This design comes from an exercise in tuning for small area, a short achievable clock period and few clock cycles per item on the open sky130 flow, not from production work.
Only simulation tests tie the RTL to the original design; equivalence was not proved.
No activity file was given, so power comes from the tool's default toggle rates.

## flow/config.mk

```make
export PLATFORM = sky130hd
export DESIGN_NAME = sliding_window_rate_limiter_top
export DESIGN_NICKNAME = sliding_window_rate_limiter_top
export VERILOG_FILES = /design/flow/design.v
export SDC_FILE = /design/flow/constraint.sdc
export NUM_CORES = 4
export LEC_CHECK = 0
export ABC_CLOCK_PERIOD_IN_PS = 2000
export CAP_MARGIN = 20
export CORE_MARGIN = 2
export CORE_UTILIZATION = 45
export SETUP_SLACK_MARGIN = 3.0
export SLEW_MARGIN = 20
```

## flow/constraint.sdc

```tcl
create_clock -name core_clock -period 7.0 [get_ports {clk_i}]
set_input_delay 1.4000 -clock core_clock [delete_from_list [all_inputs] [get_ports {clk_i}]]
set_output_delay 1.4000 -clock core_clock [all_outputs]
set_load 0.01 [all_outputs]
```

## flow/design.v

```verilog
package swrl_pkg;
  localparam int unsigned MIN_W      = 6;
  localparam int unsigned LIM_W      = 33;
  localparam int unsigned WIN_W      = 6;
  localparam int unsigned STEP_W     = 32;
  localparam int unsigned TOT_W      = 64;
  localparam int unsigned CFG_IDX_W  = 3;
  localparam int unsigned CFG_DATA_W = 33;
  localparam int unsigned IN_DATA_W  = 8;
  localparam int unsigned OUT_DATA_W = 8;
  localparam int unsigned RES_W      = 3;
  typedef enum logic [CFG_IDX_W-1:0] {
    CFG_LIMITING_ON  = 3'd0,
    CFG_RECORD_LIMIT = 3'd1,
    CFG_RECORD_WIN   = 3'd2,
    CFG_RECORD_STEP  = 3'd3,
    CFG_BYTE_LIMIT   = 3'd4,
    CFG_BYTE_WIN     = 3'd5,
    CFG_BYTE_STEP    = 3'd6
  } cfg_reg_e;
  typedef enum logic [2:0] {
    ST_IDLE,
    ST_REDUCE,
    ST_SCAN,
    ST_FIN,
    ST_CRD,
    ST_CWR,
    ST_SWEEP
  } state_e;
  typedef struct packed {
    logic in_rdy;
    logic load_in;
    logic reduce;
    logic start_walk;
    logic rd_en;
    logic advance;
    logic commit_wr;
    logic sweep_clr;
    logic fin_load;
  } cmd_t;
  typedef struct packed {
    logic req_commit;
    logic cur_big;
    logic scan_done;
    logic sweep_last;
    logic out_free;
  } status_t;
endpackage
module sliding_window_rate_limiter_top #(
  parameter int unsigned SLOT_COUNT  = 60,
  parameter int unsigned COUNT_WIDTH = 32
) (
  input  logic                                clk_i,
  input  logic                                rst_ni,
  input  logic                                cfg_we_i,
  input  logic [swrl_pkg::CFG_IDX_W-1:0]      cfg_addr_i,
  input  logic [swrl_pkg::CFG_DATA_W-1:0]     cfg_wdata_i,
  input  logic                                s_axis_tvalid,
  output logic                                s_axis_tready,
  input  logic [swrl_pkg::IN_DATA_W-1:0]      s_axis_tdata,    
  input  logic                                s_axis_tuser,    
  output logic                                m_axis_tvalid,
  input  logic                                m_axis_tready,
  output logic [swrl_pkg::OUT_DATA_W-1:0]     m_axis_tdata
);
  localparam int N  = 60;    
  localparam int G  = 5;     
  localparam int K  = 12;    
  localparam int W  = 32;    
  localparam int MW = 40;    
  function automatic logic [5:0] madd(input logic [5:0] a, input logic [5:0] b);
    logic [6:0] s;
    s = {1'b0, a} + {1'b0, b};
    madd = (s >= 7'd60) ? 6'(s - 7'd60) : s[5:0];
  endfunction
  function automatic logic [5:0] msub(input logic [5:0] a, input logic [5:0] b);
    logic [6:0] s;
    s = {1'b0, a} + 7'd60 - {1'b0, b};
    msub = (s >= 7'd60) ? 6'(s - 7'd60) : s[5:0];
  endfunction
  function automatic logic [5:0] minc(input logic [5:0] a);
    minc = (a == 6'd59) ? 6'd0 : a + 6'd1;
  endfunction
  function automatic logic [5:0] minc2(input logic [5:0] a);
    minc2 = (a >= 6'd58) ? a - 6'd58 : a + 6'd2;
  endfunction
  function automatic logic [2*MW-1:0] csa(input logic [MW-1:0] a, input logic [MW-1:0] b,
                                          input logic [MW-1:0] c);
    logic [MW-1:0] s, cy;
    s  = a ^ b ^ c;
    cy = (a & b) | (a & c) | (b & c);
    csa = {cy[MW-2:0], 1'b0, s};
  endfunction
  function automatic logic [MW-1:0] add3(input logic [MW-1:0] a, input logic [MW-1:0] b,
                                         input logic [MW-1:0] c, input logic [1:0] cin);
    logic [MW-1:0] s, cy;
    s  = a ^ b ^ c;
    cy = (a & b) | (a & c) | (b & c);
    add3 = s + {cy[MW-2:0], cin[1]} + MW'(cin[0]);
  endfunction
  function automatic logic [MW-1:0] add4(input logic [MW-1:0] a, input logic [MW-1:0] b,
                                         input logic [MW-1:0] c, input logic [MW-1:0] d);
    logic [MW-1:0] s1, c1, s2, c2, m1, m2;
    s1 = a ^ b ^ c;
    m1 = (a & b) | (a & c) | (b & c);
    c1 = {m1[MW-2:0], 1'b0};
    s2 = s1 ^ c1 ^ d;
    m2 = (s1 & c1) | (s1 & d) | (c1 & d);
    c2 = {m2[MW-2:0], 1'b0};
    add4 = s2 + c2;
  endfunction
  function automatic logic [MW-1:0] add5p4(input logic [MW-1:0] a, input logic [MW-1:0] b,
                                           input logic [MW-1:0] c, input logic [MW-1:0] d,
                                           input logic [MW-1:0] e);
    logic [MW-1:0] s1, c1, s2, c2, s3, c3, m1, m2, m3;
    s1 = a ^ b ^ c;
    m1 = (a & b) | (a & c) | (b & c);
    c1 = {m1[MW-2:0], 1'b1};
    s2 = s1 ^ c1 ^ d;
    m2 = (s1 & c1) | (s1 & d) | (c1 & d);
    c2 = {m2[MW-2:0], 1'b1};
    s3 = s2 ^ c2 ^ e;
    m3 = (s2 & c2) | (s2 & e) | (c2 & e);
    c3 = {m3[MW-2:0], 1'b1};
    add5p4 = s3 + c3 + MW'(1);
  endfunction
  function automatic logic [3:0] popc12(input logic [11:0] v);
    logic [1:0] p0, p1, p2, p3;
    logic [2:0] q0, q1;
    p0 = {1'b0, v[0]} + {1'b0, v[1]} + {1'b0, v[2]};
    p1 = {1'b0, v[3]} + {1'b0, v[4]} + {1'b0, v[5]};
    p2 = {1'b0, v[6]} + {1'b0, v[7]} + {1'b0, v[8]};
    p3 = {1'b0, v[9]} + {1'b0, v[10]} + {1'b0, v[11]};
    q0 = {1'b0, p0} + {1'b0, p1};
    q1 = {1'b0, p2} + {1'b0, p3};
    popc12 = {1'b0, q0} + {1'b0, q1};
  endfunction
  function automatic logic [W-1:0] dlt(input logic [W-1:0] x, input logic [W-1:0] st);
    dlt = (~x <= st) ? ~x : st;
  endfunction
  function automatic logic tap_at(input logic [5:0] p);
    tap_at = 1'b0;
    for (int k = 0; k < K; k++) if (p == 6'(k * G)) tap_at = 1'b1;
  endfunction
  logic             on_q;
  logic [1:0][32:0] lim_q;
  logic [1:0][5:0]  sp_q;      
  logic [1:0][31:0] step_q;
  logic [1:0]       s1_q, s2_q, s3_q, s59_q, s60_q, lmax_q, stnz_q;
  logic [1:0][5:0]  clen_q;    
  logic [5:0] wr_sp;
  always_comb begin
    if (cfg_wdata_i[5:0] == 6'd0)      wr_sp = 6'd1;
    else if (cfg_wdata_i[5:0] > 6'd60) wr_sp = 6'd60;
    else                               wr_sp = cfg_wdata_i[5:0];
  end
  always_ff @(posedge clk_i or negedge rst_ni) begin
    if (!rst_ni) begin
      on_q   <= 1'b0;
      lim_q  <= {2{33'h1_FFFF_FFFF}};
      sp_q   <= {2{6'd1}};
      step_q <= {2{32'd1}};
      s1_q   <= 2'b11;
      s2_q   <= 2'b00;
      s3_q   <= 2'b00;
      clen_q <= {2{6'd59}};
      s59_q  <= 2'b00;
      s60_q  <= 2'b00;
      lmax_q <= 2'b11;
      stnz_q <= 2'b11;
    end else if (cfg_we_i) begin
      for (int l = 0; l < 2; l++) begin
        if (cfg_addr_i == 3'(3 * l + 1)) begin
          lim_q[l]  <= cfg_wdata_i;
          lmax_q[l] <= &cfg_wdata_i[31:0];
        end
        if (cfg_addr_i == 3'(3 * l + 2)) begin
          sp_q[l]  <= wr_sp;
          s1_q[l]  <= (wr_sp == 6'd1);
          s2_q[l]  <= (wr_sp == 6'd2);
          s3_q[l]  <= (wr_sp == 6'd3);
          clen_q[l] <= 6'd60 - wr_sp;
          s59_q[l] <= (wr_sp == 6'd59);
          s60_q[l] <= (wr_sp == 6'd60);
        end
        if (cfg_addr_i == 3'(3 * l + 3)) begin
          step_q[l] <= cfg_wdata_i[31:0];
          stnz_q[l] <= |cfg_wdata_i[31:0];
        end
      end
      if (cfg_addr_i == 3'd0) on_q <= cfg_wdata_i[0];
    end
  end
  logic [1:0] en, l1need, l2need, l3need, e1clr, e2clr;
  always_comb begin
    for (int l = 0; l < 2; l++) begin
      en[l]     = ~lim_q[l][32];
      l1need[l] = en[l] & ~s1_q[l];
      l2need[l] = en[l] & ~s1_q[l] & ~s2_q[l];
      l3need[l] = en[l] & ~s1_q[l] & ~s2_q[l] & ~s3_q[l];
      e1clr[l]  = ~s60_q[l];                  
      e2clr[l]  = ~s60_q[l] & ~s59_q[l];      
    end
  end
  logic [5:0]  ph_q, ph1_q;         
  logic [1:0][N-1:0][W-1:0] rd_q;
  logic [1:0][N-1:0]        rv_q;
  logic        ir_v_q, ir_c_q;
  logic [5:0]  pir_q;               
  logic [5:0]  irm_q, mcm_q;        
  logic        irs_q, irp_q;        
  logic        o0v_q, o1v_q;
  logic [2:0]  o0d_q, o1d_q;
  logic [5:0]  pmc_q;               
  logic [5:0]  pmc1_q, pmc2_q;      
  logic [1:0][5:0] pL_q, pL1_q, pL2_q;    
  logic [1:0][6:0] uu_q;            
  logic        cv_q, mv_q, m1v_q, dcv_q, cf_q;
  logic [1:0]  xw_q;                
  logic [1:0]  e1v_q, e2v_q, l1v_q, l2v_q, l3v_q, clr_q;
  logic [1:0][5:0] zr_q;            
  logic [1:0][W-1:0]  c_q, e1_q, e2_q, l1_q, l2_q, l3_q, dc_q;
  logic [1:0][MW-1:0] mg_q, mg1_q, acs_q, acc_q;
  logic [1:0][5:0]    nz_q, nz1_q, nza_q;
  logic [1:0]             wbp_q;
  logic [1:0][5:0]        pwb_q;
  logic [1:0][1:0]        wbv_q;      
  logic [1:0][1:0][W-1:0] wbval_q;    
  logic [1:0]  sw_q;                
  logic [2:0]  cnt_q;
  localparam logic [1:0] SW_IDLE = 2'd0, SW_RUN = 2'd1, SW_FIN = 2'd2;
  logic [5:0]          qref;
  logic [N-1:0]        leq;            
  logic [1:0][6:0]     uu;             
  logic [1:0][2*N-1:0] gtu;            
  logic [1:0][N-1:0]   keep, clr;
  always_comb begin
    qref = pmc_q;
    for (int p = 0; p < N; p++) leq[p] = (6'(p) <= qref);
    for (int l = 0; l < 2; l++) begin
      uu[l] = uu_q[l];
      for (int j = 0; j < 2*N; j++) gtu[l][j] = (7'(j) > uu[l]);
      for (int p = 0; p < N; p++) begin
        keep[l][p] = leq[p] ? gtu[l][p+N] : gtu[l][p];
        clr[l][p]  = clr_q[l] & ~keep[l][p];
      end
    end
  end
  logic [1:0]        wbhit, wbins, wbfree;
  logic [1:0]        wbins_q;           
  logic [K-1:0]      ins_q;             
  logic [1:0][1:0]   wbw_q;             
  logic [1:0][1:0]   wbv_eff;
  logic [K-1:0]      ins;
  logic [1:0][W-1:0] ins_val;
  logic [1:0]        ins_v;
  always_comb begin
    for (int i = 0; i < 2; i++) begin
      wbhit[i] = wbp_q[i] & tap_at(pwb_q[i]);
      for (int l = 0; l < 2; l++)
        wbv_eff[i][l] = wbv_q[i][l] & ~(clr_q[l] & ~wbw_q[i][l]);
    end
    wbins = wbins_q;
    for (int i = 0; i < 2; i++) wbfree[i] = ~wbp_q[i] | wbins[i];
    ins = ins_q;
    for (int l = 0; l < 2; l++) begin
      ins_val[l] = wbins[0] ? wbval_q[0][l] : wbval_q[1][l];
      ins_v[l]   = wbins[0] ? wbv_eff[0][l] : wbv_eff[1][l];
    end
  end
  logic [1:0][K-1:0]        tok;     
  logic [1:0][K-1:0]        tnz;
  always_comb begin
    for (int k = 0; k < K; k++) begin
      for (int l = 0; l < 2; l++) begin
        tok[l][k] = tok_q[l][k];
        tnz[l][k] = tok[l][k] & (|rd_q[l][k*G]);
      end
    end
  end
  logic [1:0][K-1:0] tnzr_q;      
  always_ff @(posedge clk_i) begin
    for (int l = 0; l < 2; l++)
      for (int k = 0; k < K; k++)
        tnzr_q[l][k] <= ins[(k * G + N - 1) % N / G] && ((k * G + N - 1) % N % G == 0) ?
                        |ins_val[l] : |rd_q[l][(k * G + N - 1) % N];
  end
  always_ff @(posedge clk_i) begin
    for (int l = 0; l < 2; l++) begin
      for (int p = 0; p < N; p++) begin
        if ((((p + N - 1) % N) % G == 0) && ins[((p + N - 1) % N) / G])
          rd_q[l][p] <= ins_val[l];
        else
          rd_q[l][p] <= rd_q[l][(p + N - 1) % N];
      end
    end
  end
  always_ff @(posedge clk_i or negedge rst_ni) begin
    if (!rst_ni) begin
      rv_q <= '0;
      ph_q <= '0;
      ph1_q <= 6'd1;
    end else begin
      ph_q <= ph1_q;
      ph1_q <= minc(ph1_q);
      for (int l = 0; l < 2; l++) begin
        for (int p = 0; p < N; p++) begin
          if ((((p + N - 1) % N) % G == 0) && ins[((p + N - 1) % N) / G])
            rv_q[l][p] <= ins_v[l];
          else
            rv_q[l][p] <= rv_q[l][(p + N - 1) % N] & ~clr[l][(p + N - 1) % N];
        end
      end
    end
  end
  logic       is_same, is_p1, wb_any, wb_none, p1_rdy, out_ok, sw_busy;
  logic       go_same, act_p1, consume, chk, sc, sweep_start, jump;
  logic       kt, kbany;           
  logic [1:0] kb;
  logic [1:0] l1ok, l2ok, l3ok;
  always_comb begin
    sw_busy  = (sw_q != SW_IDLE);
    is_same  = cv_q & mv_q & irs_q;
    is_p1    = cv_q & mv_q & irp_q;
    wb_any   = |wbfree;
    wb_none  = ~(|wbp_q);
    for (int l = 0; l < 2; l++) begin
      l1ok[l] = ~l1need[l] | l1v_q[l];
      l2ok[l] = ~l2need[l] | l2v_q[l];
      l3ok[l] = ~l3need[l] | l3v_q[l];
    end
    p1_rdy   = (&e1v_q) & (&l1ok) & m1v_q & wb_any;
    out_ok   = ir_c_q | ~o1v_q;
    go_same  = ir_v_q & irs_q & srdy_q & out_ok & (~ir_c_q | dcv_q);
    act_p1   = ir_v_q & irp_q & prdy_q & out_ok;
    consume  = go_same | (act_p1 & ~ir_c_q);
    chk      = consume & ~ir_c_q;
    sc       = go_same & ir_c_q;
    kt       = kt_q;
    kb       = kb_q;
    kbany    = kbany_q;
    jump     = ir_v_q & ~sw_busy & ~is_same & ~is_p1 & (~cv_q | ~wbp_q[0] | ~wbp_q[1]);
    sweep_start = jump;
  end
  assign s_axis_tready = ~ir_v_q | consume;
  logic [5:0] in_m;
  assign in_m = (s_axis_tdata[5:0] >= 6'd60) ? s_axis_tdata[5:0] - 6'd60 : s_axis_tdata[5:0];
  always_ff @(posedge clk_i or negedge rst_ni) begin
    if (!rst_ni) ir_v_q <= 1'b0;
    else if (s_axis_tready) ir_v_q <= s_axis_tvalid;
  end
  logic [5:0] mcm1, mcm2, irm1;
  logic       e_m0, e_m1, e_m2, e_i0, e_i1;
  always_comb begin
    mcm1 = minc(mcm_q);
    mcm2 = minc(mcm1);
    irm1 = minc(irm_q);
    e_m0 = (in_m == mcm_q);
    e_m1 = (in_m == mcm1);
    e_m2 = (in_m == mcm2);
    e_i0 = (in_m == irm_q);
    e_i1 = (in_m == irm1);
  end
  logic [5:0] pir_nx;
  assign pir_nx = s_axis_tready ? madd(in_m, ph1_q) : minc(pir_q);
  logic irs_n, irp_n, irc_n, irv_n;
  always_comb begin
    irv_n = s_axis_tready ? s_axis_tvalid : ir_v_q;
    irc_n = s_axis_tready ? s_axis_tuser : ir_c_q;
    if (s_axis_tready) begin
      irs_n = act_p1 ? e_m1 : (jump ? e_i0 : e_m0);
      irp_n = act_p1 ? e_m2 : (jump ? e_i1 : e_m1);
    end else if (act_p1 || jump) begin
      irs_n = 1'b1;
      irp_n = 1'b0;
    end else begin
      irs_n = irs_q;
      irp_n = irp_q;
    end
  end
  always_ff @(posedge clk_i) begin
    if (s_axis_tready) begin
      irm_q  <= in_m;
      ir_c_q <= s_axis_tuser;
    end
    pir_q <= pir_nx;
    irs_q <= irs_n;
    irp_q <= irp_n;
  end
  logic [2:0]        an;                
  logic [2:0][5:0]   apos;
  logic [2:0]        atap, afwd, awh;
  logic [2:0][1:0]   af;                
  logic [K-1:0]      sa;
  logic [1:0][W-1:0] fa_val, fl_val;
  logic [1:0][W-1:0] fa_tv, fl_tv;
  logic [1:0][2:0]   ln, ltap, lfwd, lwh;
  logic [1:0][2:0][5:0] lpos;
  logic [1:0][2:0][1:0] lf;
  logic [1:0][K-1:0] sl;
  function automatic logic [2:0] first3(input logic [2:0] v);
    first3 = v[0] ? 3'b001 : (v[1] ? 3'b010 : (v[2] ? 3'b100 : 3'b000));
  endfunction
  always_comb begin
    an[0] = ~cf_q & sw_busy;
    an[1] = ~(&e1v_q);
    an[2] = ~(&e2v_q);
    apos[0] = pmc_q;
    apos[1] = pmc1_q;
    apos[2] = pmc2_q;
    for (int k = 0; k < K; k++) begin
      sa[k] = 1'b0;
      for (int c = 0; c < 3; c++) sa[k] = sa[k] | (an[c] & (apos[c] == 6'(k * G)));
    end
    for (int c = 0; c < 3; c++) begin
      atap[c] = an[c] & tap_at(apos[c]);
      for (int i = 0; i < 2; i++) af[c][i] = an[c] & wbp_q[i] & (pwb_q[i] == apos[c]);
      afwd[c] = |af[c];
    end
    awh = first3(atap | afwd);
    for (int l = 0; l < 2; l++) begin
      fa_tv[l] = '0;
      for (int k = 0; k < K; k++)
        fa_tv[l] = fa_tv[l] | ((sa[k] & tok[l][k]) ? rd_q[l][k*G] : '0);
      fa_val[l] = fa_tv[l];
      for (int c = 0; c < 3; c++)
        for (int i = 0; i < 2; i++)
          if (awh[c] && af[c][i]) fa_val[l] = wbv_eff[i][l] ? wbval_q[i][l] : '0;
    end
    for (int l = 0; l < 2; l++) begin
      ln[l][0] = ~l1ok[l];
      ln[l][1] = ~l2ok[l];
      ln[l][2] = ~l3ok[l];
      lpos[l][0] = pL_q[l];
      lpos[l][1] = pL1_q[l];
      lpos[l][2] = pL2_q[l];
      for (int k = 0; k < K; k++) begin
        sl[l][k] = 1'b0;
        for (int c = 0; c < 3; c++) sl[l][k] = sl[l][k] | (ln[l][c] & (lpos[l][c] == 6'(k * G)));
      end
      for (int c = 0; c < 3; c++) begin
        ltap[l][c] = ln[l][c] & tap_at(lpos[l][c]);
        for (int i = 0; i < 2; i++) lf[l][c][i] = ln[l][c] & wbp_q[i] & (pwb_q[i] == lpos[l][c]);
        lfwd[l][c] = |lf[l][c];
      end
      lwh[l] = first3(ltap[l] | lfwd[l]);
      fl_tv[l] = '0;
      for (int k = 0; k < K; k++)
        fl_tv[l] = fl_tv[l] | ((sl[l][k] & tok[l][k]) ? rd_q[l][k*G] : '0);
      fl_val[l] = fl_tv[l];
      for (int c = 0; c < 3; c++)
        for (int i = 0; i < 2; i++)
          if (lwh[l][c] && lf[l][c][i]) fl_val[l] = wbv_eff[i][l] ? wbval_q[i][l] : '0;
    end
  end
  logic a_c, a_e1, a_e2;
  logic [1:0] a_e1l, a_e2l, l_l1, l_l2, l_l3;
  always_comb begin
    a_c  = awh[0];
    a_e1 = awh[1];
    a_e2 = awh[2];
    for (int l = 0; l < 2; l++) begin
      a_e1l[l] = a_e1 & ~e1v_q[l];
      a_e2l[l] = a_e2 & ~e2v_q[l];
      l_l1[l]  = lwh[l][0];
      l_l2[l]  = lwh[l][1];
      l_l3[l]  = lwh[l][2];
    end
  end
  logic [1:0]          pass;
  logic [1:0][MW-1:0]  mgsel, mg_sc, mg1_nx, mg_fin, opa, opb, opc;
  logic [1:0][1:0][MW-1:0] xval;       
  logic [1:0][1:0]     xuse, xin_q, xuse_q;    
  logic [1:0][5:0]     nz_fin;
  logic [1:0][MW-1:0]  xs_q;           
  logic [1:0][1:0]     opi;
  logic [1:0][K-1:0]   pb;
  logic [1:0][5:0]     nzsel, nz_sc, nz1_a, nz1_b, nz1_t;
  logic [1:0][W-1:0]   lx1, xt, c_sc, dsrc;
  logic [1:0]          inc, nze1, nze1c, nze2, nzlx1, nzxt;
  logic [1:0][MW-1:0]  tr_s, tr_c;
  logic [1:0][5:0]     tr_nz;
  logic [1:0][13:0][MW-1:0] o;
  logic [1:0][2*MW-1:0] a0, a1, a2, a3, b0, b1, b2, c0, c1, d0, e0, f0;
  logic [1:0][3:0]     pc;
  logic [1:0][K-1:0]   tm;
  logic [1:0][K-1:0]   tm_q;        
  logic [1:0][K-1:0]   ctap_q;      
  logic [1:0][K-1:0]   tg_q;        
  logic [1:0][K-1:0]   tok_q;       
  logic [1:0][K-1:0]   winT;
  logic [K-1:0]        xexn;
  logic [1:0][6:0]     uT;
  logic                sw_run_n;
  logic [1:0][MW-1:0]  bop, cop;
  logic [1:0][1:0]     bci;
  always_comb begin
    for (int l = 0; l < 2; l++) begin
      mgsel[l] = irp_q ? mg1_q[l] : mg_q[l];
      nzsel[l] = irp_q ? nz1_q[l] : nz_q[l];
      pass[l]  = ~on_q | ~en[l] |
                 (~mgsel[l][MW-1] & ((|mgsel[l]) | ~lmax_q[l] | (nzsel[l] >= 6'd2)));
      inc[l]   = ~(|c_q[l]) & stnz_q[l];
      c_sc[l]  = c_q[l] + dc_q[l];
      mg_sc[l] = mg_q[l] - MW'(dc_q[l]);
      nz_sc[l] = nz_q[l] + 6'(inc[l]);
      dsrc[l]  = kt ? e1_q[l] : c_q[l];
      lx1[l]   = s1_q[l] ? c_q[l] : l1_q[l];
      nze1[l]  = |e1_q[l];
      nze1c[l] = nze1[l] & e1clr[l];
      nze2[l]  = |e2_q[l];
      nzlx1[l] = |lx1[l];
      nz1_a[l] = nz_q[l] - 6'(nzlx1[l]) + 6'(nze1[l]);
      bop[l]   = s1_q[l] ? '0 : ~(MW'(dc_q[l]));
      cop[l]   = e1clr[l] ? MW'(e1_q[l]) : '0;
      bci[l]   = {1'b0, ~s1_q[l]};
      nz1_b[l] = s1_q[l] ? 6'd0 : (nz1_q[l] + 6'(inc[l]) - 6'(nze1c[l]));
      xt[l]    = s1_q[l] ? e1_q[l] : (s2_q[l] ? c_q[l] : l2_q[l]);
      nzxt[l]  = |xt[l];
      if (kb[l]) begin
        opa[l] = mg1_q[l]; opb[l] = bop[l];        opc[l] = cop[l];             opi[l] = bci[l];
      end else if (kt) begin
        opa[l] = mg1_q[l]; opb[l] = MW'(xt[l]);    opc[l] = ~(MW'(e2_q[l]));    opi[l] = 2'b01;
      end else begin
        opa[l] = mg_q[l];  opb[l] = MW'(lx1[l]);   opc[l] = ~(MW'(e1_q[l]));    opi[l] = 2'b01;
      end
      mg1_nx[l] = add3(opa[l], opb[l], opc[l], opi[l]);
      nz1_t[l] = nz1_q[l] - 6'(nzxt[l]) + 6'(nze2[l]);
    end
  end
  always_comb begin
    for (int l = 0; l < 2; l++) begin
      pc[l] = '0;
      o[l][0] = acs_q[l];
      o[l][1] = acc_q[l];
      for (int k = 0; k < K; k++) begin
        tm[l][k] = tg_q[l][k];
        o[l][k+2] = tm[l][k] ? MW'(rd_q[l][k*G]) : '0;
        pb[l][k] = tm[l][k] & tnzr_q[l][k];
      end
      pc[l] = popc12(pb[l]);
      a0[l] = csa(o[l][0], o[l][1], o[l][2]);
      a1[l] = csa(o[l][3], o[l][4], o[l][5]);
      a2[l] = csa(o[l][6], o[l][7], o[l][8]);
      a3[l] = csa(o[l][9], o[l][10], o[l][11]);
      b0[l] = csa(a0[l][MW-1:0], a0[l][2*MW-1:MW], a1[l][MW-1:0]);
      b1[l] = csa(a1[l][2*MW-1:MW], a2[l][MW-1:0], a2[l][2*MW-1:MW]);
      b2[l] = csa(a3[l][MW-1:0], a3[l][2*MW-1:MW], o[l][12]);
      c0[l] = csa(b0[l][MW-1:0], b0[l][2*MW-1:MW], b1[l][MW-1:0]);
      c1[l] = csa(b1[l][2*MW-1:MW], b2[l][MW-1:0], b2[l][2*MW-1:MW]);
      d0[l] = csa(c0[l][MW-1:0], c0[l][2*MW-1:MW], c1[l][MW-1:0]);
      e0[l] = csa(d0[l][MW-1:0], d0[l][2*MW-1:MW], c1[l][2*MW-1:MW]);
      f0[l] = csa(e0[l][MW-1:0], e0[l][2*MW-1:MW], o[l][13]);
      tr_s[l]  = f0[l][MW-1:0];
      tr_c[l]  = f0[l][2*MW-1:MW];
      tr_nz[l] = nza_q[l] + 6'(pc[l]);
      for (int i = 0; i < 2; i++) begin
        xuse[i][l] = xuse_q[i][l];
        xval[i][l] = xuse[i][l] ? MW'(wbval_q[i][l]) : '0;
      end
      mg_fin[l] = ~add3(acs_q[l], acc_q[l], xs_q[l], 2'b00);
      nz_fin[l] = nza_q[l] + 6'(xuse[0][l] & (|wbval_q[0][l])) + 6'(xuse[1][l] & (|wbval_q[1][l]));
    end
  end
  always_comb begin
    sw_run_n = (sw_n == SW_RUN);
    for (int k = 0; k < K; k++) begin
      if (sw_run_n)
        xexn[k] = (xw_n[0] & (pwb_n[0] == 6'(k * G))) | (xw_n[1] & (pwb_n[1] == 6'(k * G)));
      else
        xexn[k] = (cv_n & (pmc_n == 6'(k * G))) |
                  (wbp_n[0] & (pwb_n[0] == 6'(k * G))) | (wbp_n[1] & (pwb_n[1] == 6'(k * G)));
    end
    for (int l = 0; l < 2; l++) begin
      for (int k = 0; k < K; k++)
        winT[l][k] = (6'(k * G) <= pir_nx) ? ({1'b0, pir_nx} < 7'(k * G) + {1'b0, sp_q[l]})
                                           : ({1'b0, pir_nx} + 7'd60 < 7'(k * G) + {1'b0, sp_q[l]});
    end
  end
  always_ff @(posedge clk_i) begin
    for (int l = 0; l < 2; l++) tm_q[l] <= winT[l] & ~xexn;
    for (int l = 0; l < 2; l++)
      for (int k = 0; k < K; k++)
        tok_q[l][k] <= rv_q[l][(k * G + N - 1) % N] & ~clr[l][(k * G + N - 1) % N] &
                       ~(sc & en[l] & ~keep[l][(k * G + N - 1) % N]);
    for (int l = 0; l < 2; l++)
      for (int k = 0; k < K; k++)
        tg_q[l][k] <= winT[l][k] & ~xexn[k] & rv_q[l][(k * G + N - 1) % N] & ~clr[l][(k * G + N - 1) % N] &
                      ~(sc & en[l] & ~keep[l][(k * G + N - 1) % N]);
    for (int l = 0; l < 2; l++)
      for (int k = 0; k < K; k++) ctap_q[l][k] <= sc & en[l] & ~keep[l][(k * G + N - 1) % N];
  end
  logic [5:0] pmc_n;
  logic [5:0] mcm_n;
  logic [1:0][5:0] pwb_n;
  logic cv_n;
  logic mv_n;
  logic m1v_n;
  logic dcv_n;
  logic cf_n;
  logic [1:0] xw_n;
  logic [1:0] e1v_n;
  logic [1:0] e2v_n;
  logic [1:0] l1v_n;
  logic [1:0] l2v_n;
  logic [1:0] l3v_n;
  logic [1:0][5:0] zr_n;
  logic [1:0] clr_n;
  logic [1:0] wbp_n;
  logic [1:0] sw_n;
  logic [2:0] cnt_n;
  logic [1:0] l1ok_n, wbhit_n, wbins_n, wbfree_n;
  logic       wb_any_n, sw_busy_n;
  logic       prdy_q, srdy_q, kt_q, kbany_q;
  logic [1:0] kb_q;
  always_comb begin
    pmc_n = pmc_q;
    mcm_n = mcm_q;
    pwb_n = pwb_q;
    cv_n = cv_q;
    mv_n = mv_q;
    m1v_n = m1v_q;
    dcv_n = dcv_q;
    cf_n = cf_q;
    xw_n = xw_q;
    e1v_n = e1v_q;
    e2v_n = e2v_q;
    l1v_n = l1v_q;
    l2v_n = l2v_q;
    l3v_n = l3v_q;
    zr_n = zr_q;
    clr_n = clr_q;
    wbp_n = wbp_q;
    sw_n = sw_q;
    cnt_n = cnt_q;
      pmc_n    = pmc1_q;
      pwb_n[0] = minc(pwb_q[0]);
      pwb_n[1] = minc(pwb_q[1]);
      clr_n    = {2{sc}} & en;
      if (a_c) cf_n = 1'b1;
      for (int l = 0; l < 2; l++) begin
        if (a_e1l[l]) e1v_n[l] = 1'b1;
        if (a_e2l[l]) e2v_n[l] = 1'b1;
        if (l_l1[l])  l1v_n[l] = 1'b1;
        if (l_l2[l])  l2v_n[l] = 1'b1;
        if (l_l3[l])  l3v_n[l] = 1'b1;
      end
      for (int i = 0; i < 2; i++) if (wbins[i]) wbp_n[i] = 1'b0;
      if (sc) begin
        dcv_n = 1'b0;
        for (int l = 0; l < 2; l++) begin
          if (en[l] && e1clr[l]) e1v_n[l] = 1'b1;
          if (en[l] && e2clr[l]) e2v_n[l] = 1'b1;
          if (en[l]) zr_n[l] = clen_q[l];
        end
      end else if (kt) begin
        dcv_n = 1'b0;
      end else begin
        dcv_n = cv_q;
        if (!kbany) m1v_n = (&e1v_q) & (&l1ok) & cv_q & mv_q;
      end
      if (cfg_we_i) mv_n = 1'b0;
      if (act_p1) begin
        pmc_n = pmc2_q;
        mcm_n = mcm1;
        if (wbfree[0]) begin
          wbp_n[0] = 1'b1;
          pwb_n[0] = pmc1_q;
        end else begin
          wbp_n[1] = 1'b1;
          pwb_n[1] = pmc1_q;
        end
        dcv_n = 1'b1;
        m1v_n = &e2v_q;
        for (int l = 0; l < 2; l++) begin
          if (l2need[l] && !l2v_q[l]) m1v_n = 1'b0;
          e1v_n[l] = e2v_q[l];
          e2v_n[l] = (zr_q[l] >= 6'd3);
          zr_n[l]  = (zr_q[l] == 6'd0) ? 6'd0 : zr_q[l] - 6'd1;
          l1v_n[l] = s2_q[l] | l2v_q[l];
          l2v_n[l] = s3_q[l] | l3v_q[l];
        end
        l3v_n = '0;
      end
      case (sw_q)
        SW_IDLE: begin
          if (jump) begin
            pmc_n = minc(pir_q);
            mcm_n = irm_q;
            cv_n  = 1'b0;
            mv_n  = 1'b0;
            m1v_n = 1'b0;
            dcv_n = 1'b0;
            cf_n  = 1'b0;
            e1v_n = '0;
            e2v_n = '0;
            l1v_n = '0;
            l2v_n = '0;
            l3v_n = '0;
            zr_n  = '0;
            xw_n[0] = wbp_q[0] | (cv_q & ~wbp_q[0]);
            xw_n[1] = wbp_q[1] | (cv_q & wbp_q[0]);
            if (cv_q) begin
              if (!wbp_q[0]) begin
                wbp_n[0] = 1'b1;
                pwb_n[0] = pmc1_q;
              end else begin
                wbp_n[1] = 1'b1;
                pwb_n[1] = pmc1_q;
              end
            end
            sw_n  = SW_RUN;
            cnt_n = 3'd1;
          end
        end
        SW_RUN: begin
          cnt_n = cnt_q + 3'd1;
          if (cnt_q == 3'(G - 1)) sw_n = SW_FIN;
        end
        default: begin
          if (cf_q || a_c) begin
            cv_n = 1'b1;
            mv_n = 1'b1;
            xw_n = '0;
            sw_n = SW_IDLE;
          end
        end
      endcase
    sw_busy_n = (sw_n != SW_IDLE);
    for (int l = 0; l < 2; l++) l1ok_n[l] = ~l1need[l] | l1v_n[l];
    for (int i = 0; i < 2; i++) wbhit_n[i] = wbp_n[i] & tap_at(pwb_n[i]);
    wbins_n[0] = wbhit_n[0];
    wbins_n[1] = wbhit_n[1] & ~wbhit_n[0];
    for (int i = 0; i < 2; i++) wbfree_n[i] = ~wbp_n[i] | wbins_n[i];
    wb_any_n = |wbfree_n;
  end
  always_ff @(posedge clk_i or negedge rst_ni) begin
    if (!rst_ni) begin
      pmc_q <= '0;
      pmc1_q <= 6'd1;
      pmc2_q <= 6'd2;
      mcm_q <= '0;
      pwb_q <= '0;
      cv_q  <= 1'b0;
      mv_q  <= 1'b0;
      m1v_q <= 1'b0;
      dcv_q <= 1'b0;
      cf_q  <= 1'b0;
      xw_q  <= '0;
      e1v_q <= '0;
      e2v_q <= '0;
      l1v_q <= '0;
      l2v_q <= '0;
      l3v_q <= '0;
      zr_q  <= '0;
      clr_q <= '0;
      wbp_q <= '0;
      sw_q  <= SW_IDLE;
      cnt_q <= '0;
      prdy_q <= 1'b0;
      srdy_q <= 1'b0;
      kt_q    <= 1'b0;
      wbins_q <= '0;
      ins_q   <= '0;
      wbw_q   <= '0;
      kbany_q <= 1'b0;
      kb_q    <= '0;
      pL_q   <= '0;
      pL1_q  <= '0;
      pL2_q  <= '0;
      uu_q   <= '0;
    end else begin
      pmc_q <= pmc_n;
      if (jump) begin
        pmc1_q <= madd(pir_q, 6'd2);
        pmc2_q <= madd(pir_q, 6'd3);
      end else if (act_p1) begin
        pmc1_q <= minc2(pmc1_q);
        pmc2_q <= minc2(pmc2_q);
      end else begin
        pmc1_q <= minc(pmc1_q);
        pmc2_q <= minc(pmc2_q);
      end
      mcm_q <= mcm_n;
      pwb_q <= pwb_n;
      cv_q <= cv_n;
      mv_q <= mv_n;
      m1v_q <= m1v_n;
      dcv_q <= dcv_n;
      cf_q <= cf_n;
      xw_q <= xw_n;
      e1v_q <= e1v_n;
      e2v_q <= e2v_n;
      l1v_q <= l1v_n;
      l2v_q <= l2v_n;
      l3v_q <= l3v_n;
      zr_q <= zr_n;
      clr_q <= clr_n;
      wbp_q <= wbp_n;
      sw_q <= sw_n;
      cnt_q <= cnt_n;
      prdy_q <= ~sw_busy_n & cv_n & mv_n & m1v_n & (&e1v_n) & (&l1ok_n) & wb_any_n;
      for (int l = 0; l < 2; l++) begin
        if (jump) begin
          pL_q[l]  <= msub(madd(pir_q, 6'd2), sp_q[l]);
          pL1_q[l] <= msub(madd(pir_q, 6'd3), sp_q[l]);
          pL2_q[l] <= msub(madd(pir_q, 6'd4), sp_q[l]);
        end else if (act_p1) begin
          pL_q[l]  <= minc2(pL_q[l]);
          pL1_q[l] <= minc2(pL1_q[l]);
          pL2_q[l] <= minc2(pL2_q[l]);
        end else begin
          pL_q[l]  <= minc(pL_q[l]);
          pL1_q[l] <= minc(pL1_q[l]);
          pL2_q[l] <= minc(pL2_q[l]);
        end
      end
      for (int l = 0; l < 2; l++) uu_q[l] <= {1'b0, pmc_n} + 7'd60 - {1'b0, sp_q[l]};
      srdy_q <= ~sw_busy_n & cv_n & mv_n;
      kt_q    <= irv_n & irp_n & m1v_n;
      wbins_q <= wbins_n;
      for (int k = 0; k < K; k++)
        ins_q[k] <= (wbins_n[0] & (pwb_n[0] == 6'(k * G))) | (wbins_n[1] & (pwb_n[1] == 6'(k * G)));
      for (int i = 0; i < 2; i++)
        for (int l = 0; l < 2; l++) wbw_q[i][l] <= (msub(pmc_n, pwb_n[i]) < sp_q[l]);
      kbany_q <= irv_n & irs_n & irc_n;
      kb_q    <= {2{irv_n & irs_n & irc_n}} & en;
    end
  end
  always_ff @(posedge clk_i) begin
    for (int i = 0; i < 2; i++)
      for (int l = 0; l < 2; l++) begin
        xin_q[i][l]  <= (msub(pmc_q, pwb_q[i]) < sp_q[l]);
        xuse_q[i][l] <= xw_q[i] & xin_q[i][l] & wbv_q[i][l];
      end
    for (int l = 0; l < 2; l++) xs_q[l] <= xval[0][l] + xval[1][l];
  end
  always_ff @(posedge clk_i) begin
    for (int i = 0; i < 2; i++) wbv_q[i] <= wbv_eff[i];
    if ((act_p1 && wbfree[0]) || (jump && cv_q && !wbp_q[0])) begin
      wbval_q[0] <= c_q;
      wbv_q[0]   <= '1;
    end else if (act_p1 || (jump && cv_q)) begin
      wbval_q[1] <= c_q;
      wbv_q[1]   <= '1;
    end
    for (int l = 0; l < 2; l++) begin
      if (a_c)      c_q[l]  <= fa_val[l];
      if (a_e1l[l]) e1_q[l] <= fa_val[l];
      if (a_e2l[l]) e2_q[l] <= fa_val[l];
      if (l_l1[l])  l1_q[l] <= fl_val[l];
      if (l_l2[l])  l2_q[l] <= fl_val[l];
      if (l_l3[l])  l3_q[l] <= fl_val[l];
      dc_q[l]  <= dlt(dsrc[l], step_q[l]);
      if (!kb[l] && !kt) begin
        mg1_q[l] <= mg1_nx[l];
        nz1_q[l] <= nz1_a[l];
      end
      if (sc && en[l]) begin
        c_q[l]   <= c_sc[l];
        mg_q[l]  <= mg_sc[l];
        nz_q[l]  <= nz_sc[l];
        mg1_q[l] <= mg1_nx[l];
        nz1_q[l] <= nz1_b[l];
        if (e1clr[l]) e1_q[l] <= '0;
        if (e2clr[l]) e2_q[l] <= '0;
      end
      if (act_p1) begin
        c_q[l]   <= e1_q[l];
        mg_q[l]  <= mg1_q[l];
        nz_q[l]  <= nz1_q[l];
        mg1_q[l] <= mg1_nx[l];
        nz1_q[l] <= nz1_t[l];
        e1_q[l]  <= e2_q[l];
        l1_q[l]  <= s2_q[l] ? c_q[l] : l2_q[l];
        l2_q[l]  <= s3_q[l] ? c_q[l] : l3_q[l];
        if (zr_q[l] >= 6'd3) e2_q[l] <= '0;
      end
      case (sw_q)
        SW_IDLE: begin
          acs_q[l] <= sweep_start ? tr_s[l] : ~(MW'(lim_q[l][31:0]));
          acc_q[l] <= sweep_start ? tr_c[l] : MW'(step_q[l]);
          nza_q[l] <= sweep_start ? tr_nz[l] : '0;
        end
        SW_RUN: begin
          acs_q[l] <= tr_s[l];
          acc_q[l] <= tr_c[l];
          nza_q[l] <= tr_nz[l];
        end
        default: begin
          mg_q[l] <= mg_fin[l];
          nz_q[l] <= nz_fin[l];
        end
      endcase
    end
  end
  logic [2:0] vd;
  logic       pop;
  assign vd  = {~on_q | (&pass), pass[1], pass[0]};
  assign pop = o0v_q & m_axis_tready;
  always_ff @(posedge clk_i or negedge rst_ni) begin
    if (!rst_ni) begin
      o0v_q <= 1'b0;
      o1v_q <= 1'b0;
    end else begin
      if (pop) begin
        if (o1v_q) begin
          o0v_q <= 1'b1;
          o1v_q <= chk;
        end else begin
          o0v_q <= chk;
        end
      end else if (chk) begin
        if (!o0v_q) o0v_q <= 1'b1;
        else        o1v_q <= 1'b1;
      end
    end
  end
  always_ff @(posedge clk_i) begin
    if (pop) begin
      if (o1v_q) begin
        o0d_q <= o1d_q;
        if (chk) o1d_q <= vd;
      end else begin
        o0d_q <= vd;
      end
    end else if (chk) begin
      if (!o0v_q) o0d_q <= vd;
      else        o1d_q <= vd;
    end
  end
  assign m_axis_tvalid = o0v_q;
  assign m_axis_tdata  = {5'd0, o0d_q};
endmodule
```

## flow/run.sh

```bash
#!/bin/bash
# synth_recipe.tcl (not shown) runs the flow's synth.tcl, then flattens the netlist and writes it again
# the make line also repeats each setting of config.mk as NAME=value (left out here)
make -C /OpenROAD-flow-scripts/flow DESIGN_CONFIG=/design/flow/config.mk WORK_HOME=/design/flow/orfs CLKGATE_MAP_FILE= SYNTH_SCRIPT=/design/flow/synth_recipe.tcl finish
```

==> impl_metrics.py <==
metrics = {
    "worst_setup_path": {
        "critPathTopFamily": "compound AO/OA/AOI/OAI gates",
        "arrival_ns": 5.96,
        "cp_slowest_cell": "a222oi_1",
        "crit_buf_inv": 1,
        "crit_type": "reg2reg",
        "critPathLaunchType": "flip-flop",
        "required_ns": 7.88,
        "max_stage_delay_ns": 0.65,
        "cp_max_fo": 4,
        "end_kind": "flip-flop",
        "path_cells": "buf_6, mux2_4, mux2_4, a222oi_1, fa_2, fa_2, nor2b_2, o21a_1, a311o_1, nand3_2, a21boi_4, a311oi_4, o21ai_2, a21boi_2, o31ai_4, a41o_1, a21oi_2, xnor2_1",
    },
    "place": {
        "port_buffers": 52,
        "hpwl_mm": 720,
        "dpl_worst_slack_ns": 0.380,
        "gp_congestion": 1.03,
    },
    "yosys": {
        "ys_seq_area_frac": 0.503,
        "synth_edf_count": 752,
        "netlist_instances": 22000,
        "synth-seq-cells": 5387,
        "netlist_area_um2": 234000,
        "yosysWarningCount": 1,
        "async_reset_ff_frac": 0.0824,
        "avgSynthCellArea_um2": 10.6,
        "synth_cell_types": 124,
        "synth_top_flop_cell": "dfxtp_1",
    },
    "drt": {
        "vias": 191000,
        "wl_mm": 1030,
        "routed_via_density": 6.17,
        "drtAntennaViolNets": 0,
        "wl_per_cell_um": 33.2,
        "drt_pass1_iterations": 14,
        "drt_iter0_drc": 27400,
        "drc": 0,
    },
    "global_routing": {
        "grt_max_degree": 150,
        "grt_use_met2": 0.513,
        "grtUsageMet1": 0.484,
        "antenna_found_initial": 110,
        "top_usage_layer": "met2",
        "grt_pass1_vias": 179000,
        "grt_pass1_wl_mm": 1380,
        "met3_usage": 0.138,
        "grt.overflow.total": 0,
        "grt_use_total": 0.368,
    },
    "run_status": {
        "run_status": "timing/DRC/antenna clean",
    },
    "cts": {
        "cts_root_buffer": "clkbuf_16",
        "cts_max_level": 6,
        "cts-buffers-inserted": 561,
        "cts_buffer_depth": 4,
        "cts_tree": "done",
        "clk_pin_slew_worst_paths_ns": 0.07,
        "clkSinkCount": 5387,
        "holdBufCountCts": 0,
        "insertion_delay_ns": 1.16,
    },
    "die": {
        "die-height_um": 725,
        "die_area_um2": 526000,
        "initial_utilization": 0.452,
        "core_area_um2": 518000,
        "die_x_um": 725,
        "ios": 60,
        "rows": 264,
    },
    "sta": {
        "finalHoldViolCount": 0,
        "worst_slack_ns": 1.91,
        "worst_slew_pin_slew_ns": 1.31,
        "slew_viol_final": 0,
        "final.setup.tns_ns": 0,
        "period_needed_ns": 5.09,
        "fin_crit_sh": 0.727,
        "rsz0062_at_grt": "yes",
        "fin_skew_ns": 0.0993,
        "setup_viol": 0,
        "fmax_mhz": 197,
        "slew_headroom": 0.122,
    },
    "layout": {
        "area_growth_pct": 25.7,
        "drive_gt1_frac": 0.237,
        "nFillCells": 43700,
        "utilization": 0.568,
        "final_net_count": 25400,
    },
    "flow_run": {
        "cap_viol_max_count": 0,
    },
    "pwr": {
        "p_per_area_nw_per_um2": 638,
        "ir_drop_v": 0.00102,
        "leakagePower_nw": 118,
    },
    "hold_path": {
        "holdCritPathClass": "reg2reg",
    },
}
Yosys cell counts, types with 150 or more instances:
library cell / number / area, um2
nor2b_1: 161 / 1010
nand4_1: 247 / 1550
nor4_1: 399 / 2500
inv_1: 1184 / 4440
nand3_1: 280 / 1400
a31oi_1: 174 / 1090
xor2_1: 211 / 1850
and2_1: 705 / 4410
edfxtp_1: 752 / 22600
a21oi_1: 1917 / 9590
a222oi_1: 165 / 1650
mux2_2: 314 / 3540
nand2_1: 1358 / 5100
clkbuf_1: 838 / 3150
a211oi_1: 199 / 1490
xnor2_1: 484 / 4240
a22oi_1: 386 / 2900
nor3_1: 181 / 906
nand2b_1: 159 / 995
o21ai_0: 846 / 4230
fa_1: 957 / 19200
nor2_1: 1731 / 6500
ha_1: 995 / 12400
a221oi_1: 150 / 1310
mux2i_1: 524 / 5250
dfxtp_1: 4191 / 83900
dfrtp_1: 357 / 8930
a21o_1: 291 / 2180
cell families (layout without fill, tap and decap cells):
group	after synthesis	count (layout)	synth area share
DFF	5387	5387	0.503
xor gates and xnor gates	695	695	0.0260
muxes	841	841	0.0378
adders and majority gates	1959	1959	0.135
other	1	81	0.0000160
AOI/OAI and AO/OA	5156	5159	0.141
buffers and inverters	2335	4162	0.0391
and+or+nand+nor	5654	5666	0.118
power by group:
group	leakage (nW)	switching [mW]	total (mW)	internal, mW
logic	61.1	60.5	104	43.1
clock network	9.68	13.7	32.0	18.3
registers	46.8	9.33	52.0	42.7
total	118	83.5	188	104
state kept, by name (all words and copies together), names as in the netlist, 80 cells and up:
name,cells
acc_q,80
mg1_q,80
wbval_q,128
acs_q,80
mg_q,80
rv_q,120
rd_q,3840
layer usage:
metal,vias up,routed length [um]
met2,12500,406000
met3,3320,141000
met4,90,78200
li1,80200,-
met5,-,3180
met1,94400,397000
area by class of cell:
type	count	area [um2]	share of cell area
Multi-Input combinational cell	14300	121000	0.412
Tap cell	6916	8650	0.0294
Sequential cell	5387	118000	0.401
Clock buffer	761	15900	0.0539
Timing Repair Buffer	1927	21500	0.0730
Clock inverter	275	4120	0.0140
Inverter	1199	4640	0.0158
Antenna cell	76	190	0.000647
repair_timing:
item | CTS | global route
pin swaps | 1072 | 861
resized for setup | 2209 | 1363
endpoints found under the setup margin | 919 | 815
setup buffers | 830 | 373
gates cloned | 52 | 38
path summary, 6_finish.rpt:
path	slack (ns)	cells past startpoint	startpoint	to
max	1.91	18	s2_q[1]$_DFFE_PN0P_	mg1_q[78]$_DFFE_PP_
min	0.25	0	rd_q[3285]$_DFF_P_	rd_q[3317]$_DFF_P_
max reg2reg	1.91	18	s2_q[1]$_DFFE_PN0P_	mg1_q[78]$_DFFE_PP_
min reg2reg	0.25	0	rd_q[3285]$_DFF_P_	rd_q[3317]$_DFF_P_
max in group asynchronous	5.04	2	rst_ni	pmc_q[1]$_DFF_PN0_
min in group asynchronous	0.26	1	rst_ni	step_q[13]$_DFFE_PN0P_
worst register-to-register path: stages (launching register included):
cell and delay (ns):
dfrtp_2 0.45, buf_6 0.13, mux2_4 0.30, mux2_4 0.27
a222oi_1 0.66, fa_2 0.63, fa_2 0.40, nor2b_2 0.11
o21a_1 0.15, a311o_1 0.27, nand3_2 0.17, a21boi_4 0.23
a311oi_4 0.14, o21ai_2 0.19, a21boi_2 0.11, o31ai_4 0.24
a41o_1 0.23, a21oi_2 0.06, xnor2_1 0.11
cell usage in the layout (no fill, tap or decap), types with 123 or more instances in the layout:
cell       Yosys  routed
a21o_1       291     288
a21oi_1     1917    1609
a21oi_2        8     248
a222oi_1     165     165
a22o_1       132     123
a22oi_1      386     354
and2_1       705     561
and2_4         5     147
buf_12         0     271
buf_4         33    1127
buf_6         12     319
clkbuf_16      0     598
dfrtp_1      357     293
dfxtp_1     4191    4156
edfxtp_1     752     752
fa_1         957     696
fa_2           0     261
ha_1         995     826
ha_4           0     141
inv_1       1184    1049
mux2_2       314     281
mux2i_1      524     454
nand2_1     1358    1279
nand2b_1     159     146
nand3_1      280     233
nand4_1      247     247
nor2_1      1731    1618
nor2b_1      161     147
nor3_1       181     142
nor4_1       399     339
o21ai_0      846     565
o21ai_1       33     195
xnor2_1      484     433
xor2_1       211     184
per-stage QoR:
stage	power, mW	std cells	hold WS [ns]	area, um2
finish	188	30900	0.252	294000
global route	196	30800	0.259	294000
CTS	175	30400	0.248	284000
detailed placement	130	28500	0.312	246000
global placement	129	28500	0.309	246000
floorplan	101	22000	0.310	236000
Testbench counts, summed over its fixed seeds: cycles 10,701, items 8,226.

port drivers added, routing unchanged:
In the flow no input, the clock included, has a driving cell. The finished layout below was timed again as built, in two steps. Step 1 sets driving cells, clkbuf_16 on the clock port and buf_2 on the other inputs (assumed; they add their load-dependent delay and slew). Step 2 adds t to the input delays and takes it off the output delays; t is the mean of the earliest and latest rising clock arrival at the registers after step 1. Input paths then give back, and output paths get back, about the clock's delay inside the block. Slacks: no drivers / after step 1 / after step 2; pairs: no drivers / after step 1.
shift t [ns]: 1.222
setup slack, ns: 1.912 / 1.912 / 1.445
worst setup path at the end: input to register
worst data-port slew with drivers (ns): 0.38
After both steps this run still meets setup and hold. The setup slack of this run moves by 0.000 ns with the drivers and by -0.467 ns with both steps.
